This is an optimization exercise on Yosys and OpenROAD, whose aim is small area, a short achievable clock period and few clock cycles per item, not a production implementation.
In this exercise RTL edits were held to simulation tests only and were not proved equivalent to the original.
Power is estimated from default activity; no workload was simulated. The clock port is modelled as an ideal driver; clocking choices that lean on that would not hold on a real chip.

v17:
Design mx_block_sequencer, start of the top module:
module mx_block_sequencer #(
  parameter int BLOCK_SIZE = 32,
  parameter int DATA_W     = 32,
  parameter int EXP_W      = 8
) (
  input  logic                          clk,
  input  logic                          rst,
  input  logic                          in_valid,
  output logic                          in_ready,
  input  logic [DATA_W-1:0]             in_data,
  input  logic                          flush,
  output logic                          out_valid,
  input  logic                          out_ready,
  output logic [DATA_W-1:0]             out_data,
  output logic [EXP_W-1:0]              out_scale,
  output logic                          out_last,
  output logic [$clog2(BLOCK_SIZE)-1:0] out_idx
);
==> flow/config.mk <==
export PLATFORM = sky130hd
export DESIGN_NAME = mx_block_sequencer
export DESIGN_NICKNAME = mx_block_sequencer
export VERILOG_FILES = /design/flow/design.v
export SDC_FILE = /design/flow/constraint.sdc
export NUM_CORES = 4
export LEC_CHECK = 0
export CAP_MARGIN = 20
export CORE_MARGIN = 2
export CORE_UTILIZATION = 65
export CTS_BUF_LIST = sky130_fd_sc_hd__clkbuf_8
export CTS_CLUSTER_DIAMETER = 60
export CTS_CLUSTER_SIZE = 20
export GPL_ROUTABILITY_DRIVEN = 0
export PLACE_DENSITY = 0.75
export SETUP_SLACK_MARGIN = 3.0
export SLEW_MARGIN = 20
==> flow/constraint.sdc <==
create_clock -name core_clock -period 5.0 [get_ports {clk}]
set_input_delay 1.0000 -clock core_clock [delete_from_list [all_inputs] [get_ports {clk}]]
set_output_delay 1.0000 -clock core_clock [all_outputs]
set_load 0.01 [all_outputs]
standard.sh (not shown) runs the stock make flow with config.mk's settings and CLKGATE_MAP_FILE= SYNTH_SCRIPT=/design/flow/synth_recipe.tcl, a recipe that flattens the netlist after the stock synthesis.
==> flow/flow/run.sh <==
#!/bin/bash
# Standard layout (the standard.sh, with its unchanged synthesis), except that clock tree
# synthesis adds no dummy loads and the port buffers start as buf_2 cells. make's output goes to
# standard_flow.log here; each step's own log is under orfs/logs.
set -euo pipefail
export CTS_ARGS="-sink_clustering_enable -repair_clock_nets -sink_clustering_size 20 -sink_clustering_max_diameter 60 -buf_list {sky130_fd_sc_hd__clkbuf_8 sky130_fd_sc_hd__clkbuf_16} -root_buf sky130_fd_sc_hd__clkbuf_16 -dont_use_dummy_load"
export BUFFER_PORTS_ARGS="-buffer_cell sky130_fd_sc_hd__buf_2"
bash standard.sh > standard_flow.log 2>&1
Testbench counts of v17, summed over its fixed seeds: cycles 16,656, items 16,384.
Changes in v1 relative to v17:
==> flow/flow/run.sh <==
#!/bin/bash
# Standard layout (the standard.sh, with its unchanged synthesis), except that clock tree
# synthesis adds no dummy loads and the port buffers start as buf_2 cells. make's output goes to
# standard_flow.log here; each step's own log is under orfs/logs.
set -euo pipefail
export CTS_ARGS="-sink_clustering_enable -repair_clock_nets -sink_clustering_size 34 -sink_clustering_max_diameter 60 -buf_list sky130_fd_sc_hd__clkbuf_16 -dont_use_dummy_load"
export BUFFER_PORTS_ARGS="-buffer_cell sky130_fd_sc_hd__buf_2"
bash standard.sh > standard_flow.log 2>&1
Results
Timing, DRC, antenna: 0 failures across v1 and v17
When the final numbers for v1 and v17 were put side by side, the final cycle utilization of the critical path turned out to be greater in v1.
From v1 to v17, peak fanout along the critical path did not move at all.
First-iteration DRC count: v1 vs v17 up 10
On clock skew, v17 beats v1.
On switching fraction of total power, v1 and v17 are basically level.
### v1 -> v19
# v1
export LEC_CHECK = 0
export CAP_MARGIN = 20
export CORE_MARGIN = 2
export CORE_UTILIZATION = 65
export CTS_BUF_LIST = sky130_fd_sc_hd__clkbuf_8
export CTS_CLUSTER_DIAMETER = 60
export CTS_CLUSTER_SIZE = 20
export GPL_ROUTABILITY_DRIVEN = 0
export PLACE_DENSITY = 0.75
export SETUP_SLACK_MARGIN = 3.0
export SLEW_MARGIN = 20
create_clock -name core_clock -period 5.0 [get_ports {clk}]
# v19
export LEC_CHECK = 0
export ABC_AREA = 1
export CAP_MARGIN = 20
export CORE_MARGIN = 2
export CORE_UTILIZATION = 65
export CTS_BUF_LIST = sky130_fd_sc_hd__clkbuf_8
export CTS_CLUSTER_DIAMETER = 60
export CTS_CLUSTER_SIZE = 20
export GPL_ROUTABILITY_DRIVEN = 0
export PLACE_DENSITY = 0.75
export SETUP_SLACK_MARGIN = 3.0
export SLEW_MARGIN = 20
create_clock -name core_clock -period 5.0 [get_ports {clk}]
==> flow/run.sh (new file) <==
#!/bin/bash
# synth_recipe.tcl (not shown) runs the flow's synth.tcl, then flattens the netlist and writes it again
# the make line also repeats each setting of config.mk as NAME=value (left out here)
make -C /OpenROAD-flow-scripts/flow DESIGN_CONFIG=/design/flow/config.mk WORK_HOME=/design/flow/orfs CLKGATE_MAP_FILE= SYNTH_SCRIPT=/design/flow/synth_recipe.tcl finish
removed: flow/flow/run.sh
removed: flow/standard.sh
The lower average cell area after synthesis came out of v19.
Going from v1 to v19, share of the yosys chip area belonging to registers shrinks by 0.73 points.
The endpoint of the most critical setup path comes out out_data[14] in one run and in_ready in the other, namely in v1 and v19 respectively.
v1 → v19: power dissipated in the clock network lost 6.3%, final critical delay including setup and external delays saw an increase, sequential share of cell area shrank by 0.58 points, area added between synthesis and finish level, total die area now larger.
Looking at footprint of the multi-input gates, v19 sits below v1.
For v47, these inputs were changed with respect to v19:
# v19
export LEC_CHECK = 0
export ABC_AREA = 1
export CAP_MARGIN = 20
export CORE_MARGIN = 2
export CORE_UTILIZATION = 65
export CTS_BUF_LIST = sky130_fd_sc_hd__clkbuf_8
export CTS_CLUSTER_DIAMETER = 60
export CTS_CLUSTER_SIZE = 20
export GPL_ROUTABILITY_DRIVEN = 0
export PLACE_DENSITY = 0.75
export SETUP_SLACK_MARGIN = 3.0
export SLEW_MARGIN = 20
create_clock -name core_clock -period 5.0 [get_ports {clk}]
# v47
export LEC_CHECK = 0
export CAP_MARGIN = 20
export CORE_MARGIN = 2
export CORE_UTILIZATION = 65
export CTS_BUF_LIST = sky130_fd_sc_hd__clkbuf_8
export CTS_CLUSTER_DIAMETER = 60
export CTS_CLUSTER_SIZE = 20
export GPL_ROUTABILITY_DRIVEN = 0
export PLACE_DENSITY = 0.75
export SETUP_SLACK_MARGIN = 3.0
export SLEW_MARGIN = 20
create_clock -name core_clock -period 5.0 [get_ports {clk}]
==> flow/flow/run.sh (new file) <==
#!/bin/bash
# Standard layout (the standard.sh, with its unchanged synthesis), except that clock tree
# synthesis adds no dummy loads and the port buffers start as buf_2 cells. make's output goes to
# standard_flow.log here; each step's own log is under orfs/logs.
set -euo pipefail
export CTS_ARGS="-sink_clustering_enable -repair_clock_nets -sink_clustering_size 35 -sink_clustering_max_diameter 80 -buf_list sky130_fd_sc_hd__clkbuf_16 -dont_use_dummy_load"
export BUFFER_PORTS_ARGS="-buffer_cell sky130_fd_sc_hd__buf_2"
bash standard.sh > standard_flow.log 2>&1
==> flow/standard.sh (new file) <==
#!/bin/bash
# synth_recipe.tcl (not shown) runs the flow's synth.tcl, then flattens the netlist and writes it again
# the make line also repeats each setting of config.mk as NAME=value (left out here)
make -C /OpenROAD-flow-scripts/flow DESIGN_CONFIG=/design/flow/config.mk WORK_HOME=/design/flow/orfs CLKGATE_MAP_FILE= SYNTH_SCRIPT=/design/flow/synth_recipe.tcl "${@:-finish}"
removed: flow/run.sh
Notes after the runs:
v47 vs v19: total instance count after detailed placement down
v19 → v47: achievable frequency shows an increase of 3.5%, power shrank by 2.8%, routed length on met3 has decreased.
Die area (v47 vs. v19) decreases slightly
Synthesized-area fraction occupied by adder cells: v19 vs v47, no meaningful difference
v47 vs. v19: share of the cycle needed by the critical path after routing shrank by 1.5 points; area growth from synthesis to layout lower; number of diodes now sits higher; fraction of met1 tracks used by global routing now sits higher.
> inputs changed (v47 -> v23)
# v47
export LEC_CHECK = 0
export CAP_MARGIN = 20
export CORE_MARGIN = 2
export CORE_UTILIZATION = 65
export CTS_BUF_LIST = sky130_fd_sc_hd__clkbuf_8
export CTS_CLUSTER_DIAMETER = 60
export CTS_CLUSTER_SIZE = 20
export GPL_ROUTABILITY_DRIVEN = 0
export PLACE_DENSITY = 0.75
export SETUP_SLACK_MARGIN = 3.0
export SLEW_MARGIN = 20
create_clock -name core_clock -period 5.0 [get_ports {clk}]
# v23
export LEC_CHECK = 0
export ABC_AREA = 1
export CAP_MARGIN = 20
export CORE_MARGIN = 2
export CORE_UTILIZATION = 65
export CTS_BUF_LIST = sky130_fd_sc_hd__clkbuf_8
export CTS_CLUSTER_DIAMETER = 60
export CTS_CLUSTER_SIZE = 20
export GPL_ROUTABILITY_DRIVEN = 0
export PLACE_DENSITY = 0.75
export SETUP_SLACK_MARGIN = 3.0
export SLEW_MARGIN = 20
create_clock -name core_clock -period 5.0 [get_ports {clk}]
==> flow/flow/run.sh <==
#!/bin/bash
# Standard layout (the standard.sh, with its unchanged synthesis), except that clock tree
# synthesis builds the tree from clkbuf_16 cells over clusters of up to 30 flip-flops and adds
# no dummy loads, and the port buffers start as buf_2 cells. make's output goes to
# standard_flow.log here; each step's own log is under orfs/logs.
set -euo pipefail
export CTS_ARGS="-sink_clustering_enable -repair_clock_nets -sink_clustering_size 30 -sink_clustering_max_diameter 70 -buf_list sky130_fd_sc_hd__clkbuf_16 -dont_use_dummy_load"
export BUFFER_PORTS_ARGS="-buffer_cell sky130_fd_sc_hd__buf_2"
bash standard.sh > standard_flow.log 2>&1
### Flow results
| number of instances in the synthesized netlist | v23 vs v47 | 5.8% higher |. ~same cell area in v47 and v23. There was hardly any difference in count of input and output buffers between v23 and v47. When v23 is measured against v47, its portion of the post-synthesis area used by sequential elements turns out 0.73 points lower. Max global-route wire length before repair across v47 and v23: v23. First-iteration DRC count ended up 30 higher on v23 than on v47. v23 supports a higher top clock frequency than v47. Re total number of cells along the worst setup path: no difference whatsoever between v23 and v47.

[re-timing with driven ports]
Ports are ideal in the flow. The routed layouts listed here were re-timed in OpenROAD. Step 1 sets driving cells, clkbuf_16 on the clock port and buf_2 on the other inputs (assumed; they add their load-dependent delay and slew). Step 2 times the ports against the registers' clock, not the clock port: input delays grow and output delays shrink by t, the midpoint of the rising clock arrivals with the driver on. Three values: ideal, step 1, step 2; two values: the first two.
run	t (ns)	setup WS [ns]	worst setup path after step 2	latest minus earliest clock arrival (ns)
v17	0.629	2.945 / 2.892 / 2.424	input to register	0.042 / 0.042
v1	0.631	2.889 / 2.838 / 2.422	input to register	0.069 / 0.069
v19	0.691	2.834 / 2.782 / 2.353	input to register	0.040 / 0.039
v47	0.625	2.908 / 2.857 / 2.398	input to register	0.058 / 0.058
v23	0.625	2.916 / 2.863 / 2.487	input to register	0.058 / 0.058
After both steps every run listed still meets setup and hold. The setup slack of v17, which loses most, moves by -0.053 ns with the drivers and by -0.521 ns with both steps.
